This is an optimization exercise on Yosys and OpenROAD, whose aim is small area, a short achievable clock period and few clock cycles, not a production implementation.
Function was checked by simulation only, so behaviour that the tests miss may differ from the original.
Power and IR drop assume default switching activity.

==> flow/design.v <==
`timescale 1ns/1ps
module blob_scanner (
	input  logic        crystal_clk_div_by_two,
	input  logic        reset,
	input  logic        start,
	input  logic        select_mode,	 
	input  logic [15:0] blob_count,
	output logic        req_valid,
	output logic [17:0] req_addr,
	input  logic        rsp_done,	 
	input  logic [31:0] rsp_rdata,
	output logic        cand_valid,
	output logic [2:0]  cand_color,
	output logic [15:0] cand_metric,
	output logic [15:0] cand_index,
	output logic        scan_done
);
	localparam NUM_COLORS   = 6;
	localparam MAX_HEIGHT   = 120;	 
	localparam ADDR_W       = 18;
	localparam [ADDR_W-1:0] RECORD_BASE = 18'h00100;	 
	localparam [1:0] SCAN_IDLE = 2'd0, SCAN_COLOR = 2'd1, SCAN_SHAPE = 2'd2, SCAN_FINISHED = 2'd3;
	logic [1:0]        state;
	logic [15:0]       index;
	logic [ADDR_W-1:0] record_addr;	 
	logic [2:0]        color;
	logic [15:0]       metric;
	logic              no_color;
	logic              last_record;
	logic              advance;
	assign no_color    = (rsp_rdata[7:0] == 8'd0) || (rsp_rdata[7:0] > NUM_COLORS);
	assign last_record = (index == blob_count - 1'b1);
	assign advance     = rsp_done && ((state == SCAN_SHAPE) || no_color);
	assign scan_done   = (state == SCAN_FINISHED);
	always_comb begin
		if (select_mode) begin
			metric = {8'd0, rsp_rdata[23:16]};
			if (metric > MAX_HEIGHT)
				metric = 16'd0;	 
		end else begin
			metric = rsp_rdata[15:0];
		end
	end
	assign req_valid = (state == SCAN_COLOR) || (state == SCAN_SHAPE);
	assign req_addr  = (state == SCAN_SHAPE) ? record_addr + 18'd1 : record_addr;
	always_ff @(posedge crystal_clk_div_by_two) begin
		cand_valid <= 1'b0;	 
		if (reset || !start) begin
			state <= SCAN_IDLE;
		end else begin
			case (state)
				SCAN_IDLE: begin
					index       <= 16'd0;
					record_addr <= RECORD_BASE;
					state       <= (blob_count == 16'd0) ? SCAN_FINISHED : SCAN_COLOR;
				end
				SCAN_COLOR: begin
					if (rsp_done && !no_color) begin
						color <= rsp_rdata[2:0] - 3'd1;	 
						state <= SCAN_SHAPE;
					end
				end
				SCAN_SHAPE: begin
					if (rsp_done) begin
						cand_valid  <= 1'b1;
						cand_color  <= color;
						cand_metric <= metric;
						cand_index  <= index;
					end
				end
				default: ;
			endcase
			if (advance) begin
				index       <= index + 1'b1;
				record_addr <= record_addr + 18'd3;
				state       <= last_record ? SCAN_FINISHED : SCAN_COLOR;
			end
		end
	end
endmodule
`timescale 1ns/1ps
module blob_rank_table (
	input  logic         crystal_clk_div_by_two,
	input  logic         reset,
	input  logic         start,
	input  logic [15:0]  minimum_blob_size,
	input  logic         cand_valid,
	input  logic [2:0]   cand_color,
	input  logic [15:0]  cand_metric,
	input  logic [15:0]  cand_index,
	output logic [575:0] entries
);
	localparam NUM_COLORS = 6;
	localparam NUM_RANKS  = 3;
	localparam ENTRY_W    = 32;
	logic [2:0]           row;
	logic                 accept;
	logic [NUM_RANKS-1:0] beats;	 
	logic [ENTRY_W-1:0]   fresh;
	logic [NUM_RANKS*ENTRY_W-1:0] row_entries;
	logic [NUM_RANKS*ENTRY_W-1:0] new_row;
	assign row    = (cand_color < NUM_COLORS) ? cand_color : 3'd0;
	assign accept = cand_valid && (cand_color < NUM_COLORS) && (cand_metric > minimum_blob_size);
	assign fresh  = {cand_metric, cand_index};
	always_comb begin
		row_entries = '0;
		for (int c = 0; c < NUM_COLORS; c++) begin
			if (row == c)
				row_entries = entries[c*NUM_RANKS*ENTRY_W +: NUM_RANKS*ENTRY_W];
		end
	end
	always_comb begin
		for (int r = 0; r < NUM_RANKS; r++) begin
			beats[r] = cand_metric > row_entries[r*ENTRY_W + 16 +: 16];
		end
	end
	always_comb begin
		new_row = row_entries;
		if (beats[0])
			new_row[0 +: ENTRY_W] = fresh;
		for (int r = 1; r < NUM_RANKS; r++) begin
			if (beats[r])
				new_row[r*ENTRY_W +: ENTRY_W] = beats[r-1] ?
					row_entries[(r-1)*ENTRY_W +: ENTRY_W] : fresh;
		end
	end
	always_ff @(posedge crystal_clk_div_by_two) begin
		if (reset || !start) begin
			entries <= '0;
		end else if (accept) begin
			for (int c = 0; c < NUM_COLORS; c++) begin
				if (row == c)
					entries[c*NUM_RANKS*ENTRY_W +: NUM_RANKS*ENTRY_W] <= new_row;
			end
		end
	end
endmodule
`timescale 1ns/1ps
module centroid_reporter (
	input  logic         crystal_clk_div_by_two,
	input  logic         reset,
	input  logic         start,
	input  logic         scan_done,
	input  logic         report_mode,	 
	input  logic [575:0] entries,
	output logic         req_valid,
	output logic         req_write,
	output logic [17:0]  req_addr,
	output logic [31:0]  req_wdata,
	input  logic         rsp_done,	 
	input  logic [31:0]  rsp_rdata,
	output logic [191:0] centroids,	 
	output logic         done
);
	localparam NUM_RANKS     = 3;
	localparam NUM_REPORTS   = 6;
	localparam WORD_CENTROID = 2;
	localparam ADDR_W        = 18;
	localparam [ADDR_W-1:0] RECORD_BASE = 18'h00100;	 
	localparam ENTRY_W       = 32;
	localparam [2:0] REP_IDLE = 3'd0, REP_SELECT = 3'd1, REP_READ = 3'd2, REP_WRITE = 3'd3,
			REP_FINISHED = 3'd4;
	logic [2:0]         state;
	logic [2:0]         slot;
	logic [2:0]         slot_color;
	logic [1:0]         slot_rank;
	logic [ENTRY_W-1:0] slot_entry;
	logic [15:0]        slot_metric;
	logic [15:0]        slot_index;
	logic               last_slot;
	logic [ADDR_W-1:0]  addr;
	logic [31:0]        cleared;	 
	always_comb begin
		if (report_mode) begin
			slot_color = (slot < NUM_RANKS) ? 3'd0 : 3'd1;
			slot_rank  = (slot < NUM_RANKS) ? slot[1:0] : 2'(slot - 3'd3);
		end else begin
			slot_color = slot;
			slot_rank  = 2'd0;
		end
		slot_entry = '0;
		for (int c = 0; c < 2; c++)
			for (int r = 0; r < NUM_RANKS; r++)
				if (slot_color == c && slot_rank == r)
					slot_entry = entries[(c*NUM_RANKS + r)*ENTRY_W +: ENTRY_W];
		for (int c = 2; c < 6; c++)
			if (slot_color == c && slot_rank == 0)
				slot_entry = entries[(c*NUM_RANKS)*ENTRY_W +: ENTRY_W];
	end
	assign slot_metric = slot_entry[31:16];
	assign slot_index  = slot_entry[15:0];
	assign last_slot   = (slot == NUM_REPORTS - 1);
	assign done        = (state == REP_FINISHED) && start;
	assign req_valid = (state == REP_READ) || (state == REP_WRITE);
	assign req_write = (state == REP_WRITE);
	assign req_addr  = addr;
	assign req_wdata = cleared;
	always_ff @(posedge crystal_clk_div_by_two) begin
		if (reset || !start) begin
			state     <= REP_IDLE;
			slot      <= 3'd0;
			centroids <= '0;
		end else begin
			case (state)
				REP_IDLE: begin
					if (scan_done)
						state <= REP_SELECT;
				end
				REP_SELECT: begin
					if (slot_metric == 16'd0) begin	 
						slot  <= slot + 1'b1;
						state <= last_slot ? REP_FINISHED : REP_SELECT;
					end else begin
						addr  <= RECORD_BASE + slot_index * 18'd3 + WORD_CENTROID;
						state <= REP_READ;
					end
				end
				REP_READ: begin
					if (rsp_done) begin
						for (int i = 0; i < NUM_REPORTS; i++)
							if (slot == i)
								centroids[i*32 +: 32] <= rsp_rdata;
						cleared                  <= {rsp_rdata[31:16], 16'h0000};
						state                    <= REP_WRITE;
					end
				end
				REP_WRITE: begin
					if (rsp_done) begin
						slot  <= slot + 1'b1;
						state <= last_slot ? REP_FINISHED : REP_SELECT;
					end
				end
				default: ;	 
			endcase
		end
	end
endmodule
`timescale 1ns/1ps
module mem_arbiter (
	input  logic        crystal_clk_div_by_two,
	input  logic        reset,
	input  logic        scan_valid,
	input  logic [17:0] scan_addr,
	output logic        scan_done,
	input  logic        report_valid,
	input  logic        report_write,
	input  logic [17:0] report_addr,
	input  logic [31:0] report_wdata,
	output logic        report_done,
	output logic        psel,
	output logic        penable,
	output logic        pwrite,
	output logic [17:0] paddr,
	output logic [31:0] pwdata,
	input  logic        pready
);
	localparam [1:0] APB_IDLE = 2'd0, APB_SETUP = 2'd1, APB_ACCESS = 2'd2;
	logic [1:0]  state;	 
	logic [1:0]  phase;	 
	logic        owner;	 
	logic        owner_q;
	logic        owner_valid;
	logic        stale;	 
	logic        xfer_done;
	logic        sel_write;
	logic [17:0] sel_addr;
	logic [31:0] sel_wdata;
	logic        held_write;	 
	logic [17:0] held_addr;
	logic [31:0] held_wdata;
	logic        access;
	assign access = (state == APB_ACCESS);
	always_comb begin
		if (access)
			phase = APB_ACCESS;
		else if (scan_valid || report_valid)
			phase = APB_SETUP;
		else
			phase = APB_IDLE;
	end
	assign owner       = (phase == APB_SETUP) ? !scan_valid : owner_q;	 
	assign sel_write   = owner ? report_write : 1'b0;
	assign sel_addr    = owner ? report_addr : scan_addr;
	assign sel_wdata   = owner ? report_wdata : 32'd0;
	assign owner_valid = owner_q ? report_valid : scan_valid;
	assign xfer_done   = access && pready && owner_valid && !stale;
	assign psel    = (phase != APB_IDLE);
	assign penable = (phase == APB_ACCESS);
	assign pwrite  = access ? held_write : sel_write;
	assign paddr   = access ? held_addr : sel_addr;
	assign pwdata  = access ? held_wdata : sel_wdata;
	assign scan_done   = xfer_done && !owner_q;
	assign report_done = xfer_done && owner_q;
	always_ff @(posedge crystal_clk_div_by_two) begin
		if (reset) begin
			state   <= APB_IDLE;
			owner_q <= 1'b0;
			stale   <= 1'b0;
		end else begin
			case (phase)
				APB_SETUP: begin
					state   <= APB_ACCESS;
					owner_q <= owner;
					stale   <= 1'b0;
				end
				APB_ACCESS: begin
					if (pready)
						state <= APB_IDLE;	 
					if (!owner_valid)
						stale <= 1'b1;
				end
				default: ;
			endcase
		end
	end
	always_ff @(posedge crystal_clk_div_by_two) begin
		if (phase == APB_SETUP) begin
			held_write <= sel_write;
			held_addr  <= sel_addr;
			held_wdata <= sel_wdata;
		end
	end
endmodule
`timescale 1ns/1ps
module blob_tracker_top (
	input  logic          crystal_clk_div_by_two,
	input  logic          reset,
	input  logic          start,
	input  logic          select_mode,	 
	input  logic          report_mode,	 
	input  logic [15:0]   minimum_blob_size,
	input  logic [15:0]   blob_count,
	output logic          psel,
	output logic          penable,
	output logic          pwrite,
	output logic [17:0]   paddr,
	output logic [31:0]   pwdata,
	input  logic [31:0]   prdata,
	input  logic          pready,
	output logic [191:0]  centroids,	 
	output logic          done
);
	logic         scan_valid;
	logic [17:0]  scan_addr;
	logic         scan_rsp_done;
	logic         report_valid;
	logic         report_write;
	logic [17:0]  report_addr;
	logic [31:0]  report_wdata;
	logic         report_rsp_done;
	logic         cand_valid;
	logic [2:0]   cand_color;
	logic [15:0]  cand_metric;
	logic [15:0]  cand_index;
	logic [575:0] entries;
	logic         scan_done;
	blob_scanner u_scanner (
		.crystal_clk_div_by_two (crystal_clk_div_by_two),
		.reset                  (reset),
		.start                  (start),
		.select_mode            (select_mode),
		.blob_count             (blob_count),
		.req_valid              (scan_valid),
		.req_addr               (scan_addr),
		.rsp_done               (scan_rsp_done),
		.rsp_rdata              (prdata),
		.cand_valid             (cand_valid),
		.cand_color             (cand_color),
		.cand_metric            (cand_metric),
		.cand_index             (cand_index),
		.scan_done              (scan_done)
	);
	blob_rank_table u_rank_table (
		.crystal_clk_div_by_two (crystal_clk_div_by_two),
		.reset                  (reset),
		.start                  (start),
		.minimum_blob_size      (minimum_blob_size),
		.cand_valid             (cand_valid),
		.cand_color             (cand_color),
		.cand_metric            (cand_metric),
		.cand_index             (cand_index),
		.entries                (entries)
	);
	centroid_reporter u_reporter (
		.crystal_clk_div_by_two (crystal_clk_div_by_two),
		.reset                  (reset),
		.start                  (start),
		.scan_done              (scan_done),
		.report_mode            (report_mode),
		.entries                (entries),
		.req_valid              (report_valid),
		.req_write              (report_write),
		.req_addr               (report_addr),
		.req_wdata              (report_wdata),
		.rsp_done               (report_rsp_done),
		.rsp_rdata              (prdata),
		.centroids              (centroids),
		.done                   (done)
	);
	mem_arbiter u_arbiter (
		.crystal_clk_div_by_two (crystal_clk_div_by_two),
		.reset                  (reset),
		.scan_valid             (scan_valid),
		.scan_addr              (scan_addr),
		.scan_done              (scan_rsp_done),
		.report_valid           (report_valid),
		.report_write           (report_write),
		.report_addr            (report_addr),
		.report_wdata           (report_wdata),
		.report_done            (report_rsp_done),
		.psel                   (psel),
		.penable                (penable),
		.pwrite                 (pwrite),
		.paddr                  (paddr),
		.pwdata                 (pwdata),
		.pready                 (pready)
	);
endmodule
==> flow/run.sh <==
#!/bin/bash
# synth_recipe.tcl (not shown) runs the flow's synth.tcl, then flattens the netlist and writes it again
# the make line also repeats each setting of config.mk as NAME=value (left out here)
make -C /OpenROAD-flow-scripts/flow DESIGN_CONFIG=/design/flow/config.mk WORK_HOME=/design/flow/orfs CLKGATE_MAP_FILE= SYNTH_SCRIPT=/design/flow/synth_recipe.tcl finish
==> flow/config.mk <==
export PLATFORM = sky130hd
export DESIGN_NAME = blob_tracker_top
export DESIGN_NICKNAME = blob_tracker_top
export VERILOG_FILES = /design/flow/design.v
export SDC_FILE = /design/flow/constraint.sdc
export NUM_CORES = 4
export LEC_CHECK = 0
export CAP_MARGIN = 20
export CORE_MARGIN = 2
export CORE_UTILIZATION = 40
export SLEW_MARGIN = 20
==> flow/constraint.sdc <==
create_clock -name core_clock -period 8.0 [get_ports {crystal_clk_div_by_two}]
set_input_delay 1.6000 -clock core_clock [delete_from_list [all_inputs] [get_ports {crystal_clk_div_by_two}]]
set_output_delay 1.6000 -clock core_clock [all_outputs]
set_load 0.01 [all_outputs]
==> results.txt <==
- Status: no timing/DRC/antenna violations
- Die X: 336 um
- Tot Pwr: 10.2 mW
- Final period utilization: 78.8%
- Seq pwr share: 46.6%
- Slew Limit Headroom: 21.3%
- Total GRT Usage: 29.7%
- Post-CTS Setup Inserts: 0
- Rows: 121
- Vias/cell: 6.10
- CP Launch Type: input pin
- LEAKAGE: 18.2 nW
- Register area share after synthesis: 44.9%
- Cell variety after synth: 84
- R2R Setup Slk: 2.00 ns
- IO Pins: 316
- First-pass GRT wire length: 258 mm
- Dpl cells: 6645
- Clock latency on the worst-skew pair: 0.72 ns
- Busiest grt layer: met2
- Top_reg_cell synth: dfxtp_1
- Post-Layout Inst Area: 52000 um^2
- Area share of the largest cell type after synthesis: 35.3%
- Area leader, netlist: dfxtp_1
- HP Start: u_scanner.color[2]$_DFFE_PP_
- Clock Path Buffers: 3
- Synth top area cells: dfxtp_1 (35%), edfxtp_1 (9.6%), nand2_1 (6.3%)
- Port Buf Inserts: 299
- Most common cell in the synthesized netlist: dfxtp_1
- Commonest cells in the netlist: dfxtp_1 (780), nand2_1 (736), a21oi_1 (538)
- Grt met1 use: 39.0%
- Final core utilization: 47.6%
- WP data required: 8.45 ns
- Vias: 41709
- Drt drc: 0
- WHS Path Cells: 0
- Slew @ Worst Pin: 1.18 ns
- Worst r2r path cells: 19
- CTS hold repair buffers: 0
- Net count, final: 5449
- Mean post-synth cell area: 8.49 um^2
- Setup TNS: 0 ns
- HP Class: reg -> reg
- Final WL: 173 mm
- Power share of the clock group: 48.8%
- Fraction of layout cells with a size suffix above 1: 8.21%
- GPL Wtd Cong: 0.983
- Final min period: 6.31 ns
- Starting DRT DRC Count: 4914
- CTS tree: built
- Num CTS Buffers: 102
- # diodes: 0
- Post-synth EDFFs: 141
- Critical path type: in -> reg
- Met3 Use GR: 9.00%
- Post-synthesis async set-or-reset flop share: 0%
- Number of H-tree levels: 3
- Placed inst area: 48400 um^2
- Yosys warnings: 4
- Fmax: 159 MHz
- Slew Limit Fails: 0
- CP max FO: 11
- Pre-antenna DRT Iters: 6
- Min-Delay Endpoint: u_scanner.cand_color[2]$_DFFE_PP_
- DR WL/cell: 25.3 um
- Initial Util: 40.5%
- Final ANT Viol Nets: 0
- VDD IR max: 0.000185 V
- CTS resizes: 0
- RR Startpoint: u_reporter.slot[0]$_SDFFE_PP0P_
- Met2 usage: 46.1%
- Crit end category: flip-flop
- Final setup fails: 0
- Psw: 2.40 mW
- Pwr Density: 196 nW/um^2
- Cell Area, Synth: 44200 um^2
- Net Sw Frac: 23.5%
- Clock sink count: 921
- Die area: 113000 um^2
- Layout Skew: 0.0458 ns
- Data arrival, critical path: 6.75 ns
- Cells after Synth: 5206
- Maxcap violations: 0
- Place WS: 1.15 ns
- Largest net degree at the start of global routing: 173
- HPWL Detailed: 113 mm
- Synthesized flop and latch total: 921
- RR Endpoint: u_reporter.addr[16]$_DFFE_PP_
- Vias in the first global route: 39959
- Die height: 336 um
- Finished Layout Cells: 6838
- Final count of hold timing violations: 0
- Core Region: 109000 um^2
- Unrepaired setup endpoints after global routing: no
- Power share of the combinational group: 4.7%
- Root buf cell: clkbuf_16
- Hold slack: 0.421 ns
- Worst setup margin: 1.69 ns
- P&R area growth vs syn: 17.7%
- Reg clk slew, reported paths: 0.06 ns
- P_int: 7.82 mW
- Gr ovfl total: 0
- Initial antenna violation count: 11
area by class of cell:
cell class	instances	area [um^2]
clock buffer	150	2990
clock inverter	42	554
fill	10491	57200
inverter	118	445
multi-input combinational	3711	22300
sequential	921	19900
tap	1476	1850
timing repair buffer	420	4050
worst max-delay path by stage:
stage | from | endpoint | slack [ns]
after CTS | report_mode | u_reporter.addr[16]$_DFFE_PP_ | 1.86
after floorplan | report_mode | u_reporter.addr[16]$_DFFE_PP_ | 2.19
after global placement | report_mode | u_reporter.addr[16]$_DFFE_PP_ | 1.22
after detailed placement | report_mode | u_reporter.addr[16]$_DFFE_PP_ | 1.15
after global routing | report_mode | u_reporter.addr[16]$_DFFE_PP_ | 1.39
final | report_mode | u_reporter.addr[16]$_DFFE_PP_ | 1.69
logic make-up after synthesis:
logic type / count (synthesis) / synth area share [%]
buf+inv: 589 / 5.45
compound gates: 1750 / 24.1
flops: 921 / 44.9
xor+xnor: 90 / 1.78
fa+ha+maj: 105 / 2.99
other cells: 1 / 0.00849
mux: 223 / 5.32
simple gates: 1527 / 15.4
state kept, by name, summed over array words and instances (netlist names), 16 cells and up:
register	count
u_reporter.centroids	192
u_arbiter.held_addr	18
u_arbiter.held_wdata	16
u_scanner.cand_index	16
u_scanner.cand_metric	16
u_reporter.cleared	16
u_rank_table.entries	576
u_reporter.addr	18
u_scanner.index	16
u_scanner.record_addr	18
routing by layer:
metal	up-vias	part of all wire, %
met2	2285	44
li1	18908	-
met5	-	0.064
met1	20097	41
met3	403	12
met4	16	3.3
critical path, cell delays in order:
cell and delay [ns]:
clkdlybuf4s50_1 0.89, nor2_1 0.34, and3_1 0.42, a221oi_1 0.28
nand3_1 0.11, a221oi_1 0.48, inv_1 0.11, ha_1 0.34
fa_1 0.41, a21o_1 0.20, a21oi_1 0.22, o21bai_1 0.12
a31oi_1 0.23, o21ai_0 0.17, o41ai_1 0.45, o21bai_1 0.11
a21oi_1 0.18, xnor2_1 0.07
power by group through the flow:
stage / clock network (mW) / logic, mW / registers, mW
floorplan: 0 / 0.252 / 4.85
global placement: 0 / 0.470 / 4.86
detailed placement: 0 / 0.477 / 4.86
CTS: 5.02 / 0.479 / 4.75
global route: 5.20 / 0.510 / 4.76
finish: 4.98 / 0.479 / 4.75
layout by cell type (no fill, tap or decap), types with 110 or more instances in the layout:
cell and n:
clkdlybuf4s50_1 299, nand3_1 193, a21oi_1 530, nand2_1 733
inv_1 115, nor2_1 280, o21ai_0 524, edfxtp_1 141
mux2i_1 133, o22ai_1 178, buf_4 110, dfxtp_1 777
Testbench counts, summed over its fixed seeds: cycles 24,596.

## static timing again, ports no longer ideal
In the flow no input, the clock included, has a driving cell. The finished layout below was timed again as built, in two steps. Step 1: set_driving_cell puts a clkbuf_16 on crystal_clk_div_by_two and a buf_2 on each other input, an assumption about the parent block. Step 2 times the ports against the registers' clock, not the clock port: input delays grow and output delays shrink by t, the midpoint of the rising clock arrivals with the driver on. Three values: ideal, step 1, step 2; two values: the first two.
t (ns): 0.772
setup WS [ns]: 1.694 / 1.631 / 0.859
hold WS [ns]: 0.421 / 0.421 / 0.421
worst setup path after step 2: input to register
cell pins on the clock port's net: 1
After both steps setup and hold are still met in this run. The setup slack of this run moves by -0.063 ns with the drivers and by -0.835 ns with both steps.
